What follows belongs to an exercise in optimizing a design on an open flow for small area; a production flow would make more cautious choices. No activity file was given, so power comes from the tool's default toggle rates.

build 89:
// sampler_top
module sampler_top (
    input  logic                  clk_500,
    input  logic                  rst,
    input  sampler_pkg::ch_bits_t ch_n,          
    input  logic                  trig,          
    input  logic                  event_saved,   
    output sampler_pkg::capture_t evt            
);
Size in the first run: roughly 2,600 cells after synthesis, about 1,000 I/O pins, about 30,000 sq um of cells after synthesis.
clock: 3.0 ns
lec_check: 0
abc_area: 1
abc_clock_period_in_ps: 100000
cap_margin: 20
core_area: 2 2 214 214
die_area: 0 0 216 216
setup_slack_margin: 0.05
slew_margin: 20
synth_hierarchical: 1
standard.sh (not shown) runs the stock make flow with config.mk's settings and CLKGATE_MAP_FILE= SYNTH_SCRIPT=/design/flow/synth_recipe.tcl, a recipe that flattens the netlist after the stock synthesis.
==> flow/flow/run.sh <==
#!/bin/bash
# Standard ORFS layout with two changes: the port buffers are the smallest
# buffer (buf_1) instead of the delay buffer buffer_ports picks by default,
# and CTS inserts no dummy loads. Each ORFS step logs to orfs/logs/; make's
# own output goes to standard.log.
set -uo pipefail
export BUFFER_PORTS_ARGS="-buffer_cell sky130_fd_sc_hd__buf_1"
export PLACE_PINS_ARGS="-min_distance 1 -min_distance_in_tracks"
export CTS_ARGS="-sink_clustering_enable -repair_clock_nets -dont_use_dummy_load -buf_list {sky130_fd_sc_hd__clkbuf_8} -sink_clustering_size 18 -sink_clustering_max_diameter 40"
bash standard.sh > standard.log 2>&1
Build 89: done, clean on timing, DRC and antenna
#### Input delta (build 3 over build 89)
# build 89
export LEC_CHECK = 0
export ABC_AREA = 1
export ABC_CLOCK_PERIOD_IN_PS = 100000
export CAP_MARGIN = 20
export CORE_AREA = 2 2 214 214
export DIE_AREA = 0 0 216 216
export SETUP_SLACK_MARGIN = 0.05
export SLEW_MARGIN = 20
export SYNTH_HIERARCHICAL = 1
create_clock -name core_clock -period 3.0 [get_ports {clk_500}]
# build 3
export LEC_CHECK = 0
export ABC_AREA = 1
export CAP_MARGIN = 20
export CORE_AREA = 2 2 214 214
export DIE_AREA = 0 0 216 216
export SETUP_SLACK_MARGIN = 0.05
export SLEW_MARGIN = 20
export SYNTH_HIERARCHICAL = 1
create_clock -name core_clock -period 3.0 [get_ports {clk_500}]
-- flow/flow/run.sh --
<<< build 89, line 8
export PLACE_PINS_ARGS="-min_distance 1 -min_distance_in_tracks"
export CTS_ARGS="-sink_clustering_enable -repair_clock_nets -dont_use_dummy_load -buf_list {sky130_fd_sc_hd__clkbuf_8} -sink_clustering_size 18 -sink_clustering_max_diameter 40"
bash standard.sh > standard.log 2>&1
>>> build 3, line 8
export PLACE_PINS_ARGS="-min_distance 1 -min_distance_in_tracks"
export CTS_ARGS="-sink_clustering_enable -repair_clock_nets -dont_use_dummy_load -buf_list {sky130_fd_sc_hd__clkbuf_8}"
bash standard.sh > standard.log 2>&1
### Flow results
- Both conditions hold for build 3: the flow ran to the end and the final layout passed the timing, design-rule and antenna checks.
- Looking only at detailed-route wire length per cell, and setting everything else aside, the lower value of build 3 and build 89 goes to build 89.
- In the reports for build 3 and build 89, the larger non-clock buffer count in the final layout belongs to build 3.
- Build 3 vs build 89 — post-cts gate resize count rose 3.
- Build 3 vs build 89: routed wire length up by a few percent
- Delta (build 3 minus build 89): maximum ir drop on the vdd rail now larger; power per standard cell area saw an increase; sequential fraction of total cell area dropped 2.0 points; met2 demand-to-capacity share in global routing climbed 1.7 points; overall fraction of global-route tracks in use grew by 1.7 points.
- Between build 89 and build 3, the cell count went up.
Changes in build 18 relative to build 3:
-- flow/flow/run.sh --
<<< build 3, line 8
export PLACE_PINS_ARGS="-min_distance 1 -min_distance_in_tracks"
export CTS_ARGS="-sink_clustering_enable -repair_clock_nets -dont_use_dummy_load -buf_list {sky130_fd_sc_hd__clkbuf_8}"
bash standard.sh > standard.log 2>&1
>>> build 18, line 8
export PLACE_PINS_ARGS="-min_distance 1 -min_distance_in_tracks"
export CTS_ARGS="-sink_clustering_enable -repair_clock_nets -dont_use_dummy_load -buf_list {sky130_fd_sc_hd__clkbuf_16} -sink_clustering_size 32 -sink_clustering_max_diameter 50"
bash standard.sh > standard.log 2>&1
--- outcome ---
- Compared to build 3, build 18 has core utilization 2.3 points lower.
- Compared build 18 vs build 3, and cell count is down in build 18.
- Capturing element of the worst setup path = evt[228]: build 18; capturing element of the worst setup path = evt[231]: build 3
- Of build 18 and build 3, the run reporting the lower H-tree depth reported by CTS was build 18.
- Summary: with build 3 as the reference, worst ir drop on vdd in build 18 moved up by a little under 10%.
- From build 3 to build 18 the numbers moved as follows: final worst setup slack climbed 0.029 ns; width of the die saw little to no change.
Inputs modified between build 18 and build 10:
# build 18
export LEC_CHECK = 0
export ABC_AREA = 1
export CAP_MARGIN = 20
export CORE_AREA = 2 2 214 214
export DIE_AREA = 0 0 216 216
export SETUP_SLACK_MARGIN = 0.05
export SLEW_MARGIN = 20
export SYNTH_HIERARCHICAL = 1
create_clock -name core_clock -period 3.0 [get_ports {clk_500}]
# build 10
export LEC_CHECK = 0
export ABC_AREA = 1
export CAP_MARGIN = 10
export CORE_AREA = 2 2 204 204
export DIE_AREA = 0 0 206 206
export SETUP_SLACK_MARGIN = 0.05
export SLEW_MARGIN = 10
export SYNTH_HIERARCHICAL = 1
create_clock -name core_clock -period 3.0 [get_ports {clk_500}]
==> run summary <==
FAIL build 10 @ global routing: tool exited with error. From build 18 to build 10, number of enable-type register cells in the synthesized netlist did not move at all. Build 18 → build 10: sequential-to-total area share from yosys stat saw little to no change, width of the die saw a decrease, sum of net half-perimeters after detailed placement saw an increase. Build 10 ends up with higher last weighted congestion value of the routability-driven placer than build 18 does. Number of buffers added by the clock tree synthesis step was higher in the run labelled build 18. There was hardly any difference in synthesized netlist net count between build 10 and build 18. Build 10 vs. build 18: initial core utilization went up by 6.2 points.
What build 21 does differently from build 10 at the input level:
# build 10
export LEC_CHECK = 0
export ABC_AREA = 1
export CAP_MARGIN = 10
export CORE_AREA = 2 2 204 204
export DIE_AREA = 0 0 206 206
export SETUP_SLACK_MARGIN = 0.05
export SLEW_MARGIN = 10
export SYNTH_HIERARCHICAL = 1
create_clock -name core_clock -period 3.0 [get_ports {clk_500}]
# build 21
export LEC_CHECK = 0
export ABC_AREA = 1
export CAP_MARGIN = 20
export CORE_AREA = 2 2 214 214
export DIE_AREA = 0 0 216 216
export SETUP_SLACK_MARGIN = 0.05
export SLEW_MARGIN = 20
export SYNTH_HIERARCHICAL = 1
create_clock -name core_clock -period 3.0 [get_ports {clk_500}]
-- flow/flow/run.sh --
<<< build 10, line 8
export PLACE_PINS_ARGS="-min_distance 1 -min_distance_in_tracks"
export CTS_ARGS="-sink_clustering_enable -repair_clock_nets -dont_use_dummy_load -buf_list {sky130_fd_sc_hd__clkbuf_16} -sink_clustering_size 32 -sink_clustering_max_diameter 50"
bash standard.sh > standard.log 2>&1
>>> build 21, line 8
export PLACE_PINS_ARGS="-min_distance 1 -min_distance_in_tracks"
export CTS_ARGS="-sink_clustering_enable -repair_clock_nets -dont_use_dummy_load -buf_list {sky130_fd_sc_hd__clkbuf_8} -sink_clustering_size 18 -sink_clustering_max_diameter 40"
bash standard.sh > standard.log 2>&1
Findings:
Both conditions hold for build 21: the flow ran to the end and the final layout passed the timing, design-rule and antenna checks. Re deepest level of the CTS H-tree: build 21 is 1 up on build 10. Register area share after synthesis: build 21 vs build 10 identical. Taking build 10 as the reference, in build 21 detailed placement HPWL shows a reduction of 0.55%; placer's final routability congestion estimate -1.6%. Re maximum buffer depth of the clock tree: no difference whatsoever between build 10 and build 21. Looking at post-place setup slack across both flows, build 21 is the stronger of the two, with build 10 trailing. On post-synth net total, build 21 tracks build 10 almost exactly. Comparing build 10 and build 21, the lower post-cts resize count is on build 10. Build 10 -> build 21: count of placed standard cells including taps increased slightly. Build 21: count of hold-fix buffers inserted at cts higher than build 10. Lower number of CTS-inserted buffers among build 10 and build 21: build 10.
> inputs changed (build 21 -> build 73)
# build 21
export LEC_CHECK = 0
export ABC_AREA = 1
export CAP_MARGIN = 20
export CORE_AREA = 2 2 214 214
export DIE_AREA = 0 0 216 216
export SETUP_SLACK_MARGIN = 0.05
export SLEW_MARGIN = 20
export SYNTH_HIERARCHICAL = 1
create_clock -name core_clock -period 3.0 [get_ports {clk_500}]
# build 73
export LEC_CHECK = 0
export ABC_AREA = 1
export ABC_CLOCK_PERIOD_IN_PS = 100000
export CAP_MARGIN = 20
export CORE_AREA = 2 2 214 214
export DIE_AREA = 0 0 216 216
export SETUP_SLACK_MARGIN = 0.05
export SLEW_MARGIN = 20
export SYNTH_HIERARCHICAL = 1
create_clock -name core_clock -period 3.0 [get_ports {clk_500}]
-- flow/flow/run.sh --
<<< build 21, line 8
export PLACE_PINS_ARGS="-min_distance 1 -min_distance_in_tracks"
export CTS_ARGS="-sink_clustering_enable -repair_clock_nets -dont_use_dummy_load -buf_list {sky130_fd_sc_hd__clkbuf_8} -sink_clustering_size 18 -sink_clustering_max_diameter 40"
bash standard.sh > standard.log 2>&1
>>> build 73, line 8
export PLACE_PINS_ARGS="-min_distance 1 -min_distance_in_tracks"
export CTS_ARGS="-sink_clustering_enable -repair_clock_nets -dont_use_dummy_load -buf_list {sky130_fd_sc_hd__clkbuf_8} -sink_clustering_size 20 -sink_clustering_max_diameter 45"
bash standard.sh > standard.log 2>&1
Changes observed in build 73 relative to build 21: highest cell delay on the worst timing path rose 0.14 ns; number of nets in the layout fell 19; number of buffers and inverters on the critical path fell 1; total length of routed met2 wires fell 0.51%; area used by multi-input combinational logic about even.
a21oi_2 as the library cell contributing the largest single delay on the critical path was reported by build 73, and dfxtp_1 by build 21.
Build 73 ended up with a lower layout cell share with drive strength beyond 1 than build 21 did.
Function was not checked in any run of this note: the RTL went through the layout flow alone.

========
Another version of the RTL of sampler_top (not shown whole).
For scale: about 2600 cells after synthesis, ~29000 sq um of cells after synthesis.
==> flow/design.v (excerpt) <==
module sampler_top (
    input  logic                  clk_500,
    input  logic                  rst,
    input  sampler_pkg::ch_bits_t ch_n,          
    input  logic                  trig,          
    input  logic                  event_saved,   
    output sampler_pkg::capture_t evt            
);
    sampler_pkg::ch_bits_t det;      
    logic [sampler_pkg::N_CH*sampler_pkg::WINDOW-1:0] window;   
    logic [sampler_pkg::WINDOW-1:0] valid;   
    for (genvar c = 0; c < sampler_pkg::N_CH; c++) begin : g_sync
        pulse_sync i_pulse_sync (
            .clk_500 (clk_500),
            .rst     (rst),
            .pulse_n (ch_n[c]),
            .det     (det[c])
        );
    end
    window_shifter i_window_shifter (
        .clk_500 (clk_500),
        .rst     (rst),
        .det     (det),
        .window  (window),
        .valid   (valid)
    );
    event_capture i_event_capture (
        .clk_500     (clk_500),
        .rst         (rst),
        .window      (window),
        .valid       (valid),
        .trig        (trig),
        .event_saved (event_saved),
        .evt         (evt)
    );
endmodule
clock: 3.0 ns
lec_check: 0
abc_area: 1
cap_margin: 20
core_area: 2 2 658 88
die_area: 0 0 660 90
setup_slack_margin: 0.15
slew_margin: 20
==> flow/flow/run.sh <==
#!/bin/bash
# Standard ORFS layout with two changes: the port buffers are the smallest
# buffer (buf_1) instead of the delay buffer buffer_ports picks by default,
# and CTS inserts no dummy loads. Each ORFS step logs to orfs/logs/; make's
# own output goes to standard.log.
set -uo pipefail
export BUFFER_PORTS_ARGS="-buffer_cell sky130_fd_sc_hd__buf_1"
export CTS_ARGS="-sink_clustering_enable -repair_clock_nets -dont_use_dummy_load"
bash standard.sh > standard.log 2>&1
The baseline completed, yet does not pass: setup timing.
Then changed:
==> flow/run.sh (new file) <==
#!/bin/bash
# synth_recipe.tcl (not shown) runs the flow's synth.tcl, then flattens the netlist and writes it again
# the make line also repeats each setting of config.mk as NAME=value (left out here)
make -C /OpenROAD-flow-scripts/flow DESIGN_CONFIG=/design/flow/config.mk WORK_HOME=/design/flow/orfs CLKGATE_MAP_FILE= SYNTH_SCRIPT=/design/flow/synth_recipe.tcl finish
--- a/flow/config.mk
+++ b/flow/config.mk
@@ -6,8 +6,6 @@
 export NUM_CORES = 4
 export LEC_CHECK = 0
-export ABC_AREA = 1
 export CAP_MARGIN = 20
 export CORE_AREA = 2 2 658 88
 export DIE_AREA = 0 0 660 90
-export SETUP_SLACK_MARGIN = 0.15
 export SLEW_MARGIN = 20
removed: flow/flow/run.sh
removed: flow/standard.sh
=>
- The new run finished with setup timing left
- routed wire length rises by 7.6%
- synthesized area drops by 0.60%
- clock-buffer cell count went up by 26
- sequential power stays flat
- core utilization goes up by 16 points
- die area does not change
Then changed:
==> flow/flow/run.sh (new file) <==
#!/bin/bash
# Standard ORFS layout with two changes: the port buffers are the smallest
# buffer (buf_1) instead of the delay buffer buffer_ports picks by default,
# and CTS inserts no dummy loads. Each ORFS step logs to orfs/logs/; make's
# own output goes to standard.log.
set -uo pipefail
export BUFFER_PORTS_ARGS="-buffer_cell sky130_fd_sc_hd__buf_1"
export CTS_ARGS="-sink_clustering_enable -repair_clock_nets -dont_use_dummy_load -buf_list {sky130_fd_sc_hd__clkbuf_8}"
bash standard.sh > standard.log 2>&1
==> flow/standard.sh (new file) <==
#!/bin/bash
# synth_recipe.tcl (not shown) runs the flow's synth.tcl, then flattens the netlist and writes it again
# the make line also repeats each setting of config.mk as NAME=value (left out here)
make -C /OpenROAD-flow-scripts/flow DESIGN_CONFIG=/design/flow/config.mk WORK_HOME=/design/flow/orfs CLKGATE_MAP_FILE= SYNTH_SCRIPT=/design/flow/synth_recipe.tcl "${@:-finish}"
--- a/flow/config.mk
+++ b/flow/config.mk
@@ -6,6 +6,8 @@
 export NUM_CORES = 4
 export LEC_CHECK = 0
+export ABC_AREA = 1
 export CAP_MARGIN = 20
 export CORE_AREA = 2 2 658 88
 export DIE_AREA = 0 0 660 90
+export SETUP_SLACK_MARGIN = 0.15
 export SLEW_MARGIN = 20
removed: flow/run.sh
Now the flow completed with no timing, DRC or antenna violations.
Non-clock buffer count shrinks by 7.
Total power went down by 9.6%.
Flip-flop and latch count does not change.
Then changed:
--- a/flow/flow/run.sh
+++ b/flow/flow/run.sh
@@ -6,4 +6,4 @@
 set -uo pipefail
 export BUFFER_PORTS_ARGS="-buffer_cell sky130_fd_sc_hd__buf_1"
-export CTS_ARGS="-sink_clustering_enable -repair_clock_nets -dont_use_dummy_load -buf_list {sky130_fd_sc_hd__clkbuf_8}"
+export CTS_ARGS="-sink_clustering_enable -repair_clock_nets -dont_use_dummy_load"
 bash standard.sh > standard.log 2>&1
--- a/flow/config.mk
+++ b/flow/config.mk
@@ -10,4 +10,3 @@
 export CORE_AREA = 2 2 658 88
 export DIE_AREA = 0 0 660 90
-export SETUP_SLACK_MARGIN = 0.15
 export SLEW_MARGIN = 20
The changed run finished with setup timing left; global-route usage drops by 0.39 points; first-iteration DRC count fell by 11%; critical path depth falls by 1; setup slack is worse by 210 ps; routed wire length goes down by 5.2%.
No functional check of the RTL was part of any run of this note.

what the ideal ports hide:
No port has a modelled driver above. Below, the same layouts with a new extraction and two added sets of constraints. Step 1: set_driving_cell puts a clkbuf_16 on clk_500 and a buf_2 on each other input, an assumption about the parent block. Step 2 adds t to the input delays and takes it off the output delays; t is the mean of the earliest and latest rising clock arrival at the registers after step 1. Input paths then give back, and output paths get back, about the clock's delay inside the block. Three values: no drivers, after step 1, after step 2; two values: the first two.
run	shift t [ns]	setup slack, ns	latest minus earliest clock arrival (ns)
build 89	0.710	0.146 / 0.087 / 0.797	0.104 / 0.104
build 3	0.838	0.145 / 0.085 / 0.922	0.053 / 0.053
build 18	0.697	0.174 / 0.111 / 0.808	0.064 / 0.063
build 21	0.710	0.146 / 0.087 / 0.797	0.104 / 0.104
build 73	0.725	0.115 / 0.055 / 0.780	0.083 / 0.083
the first run of note 2	0.655	-0.027 / -0.096 / 0.559	0.047 / 0.047
the second run of note 2	0.703	-0.071 / -0.158 / 0.545	0.036 / 0.036
the third run of note 2	0.765	0.191 / 0.124 / 0.889	0.071 / 0.072
the fourth run of note 2	0.655	-0.015 / -0.084 / 0.572	0.047 / 0.047
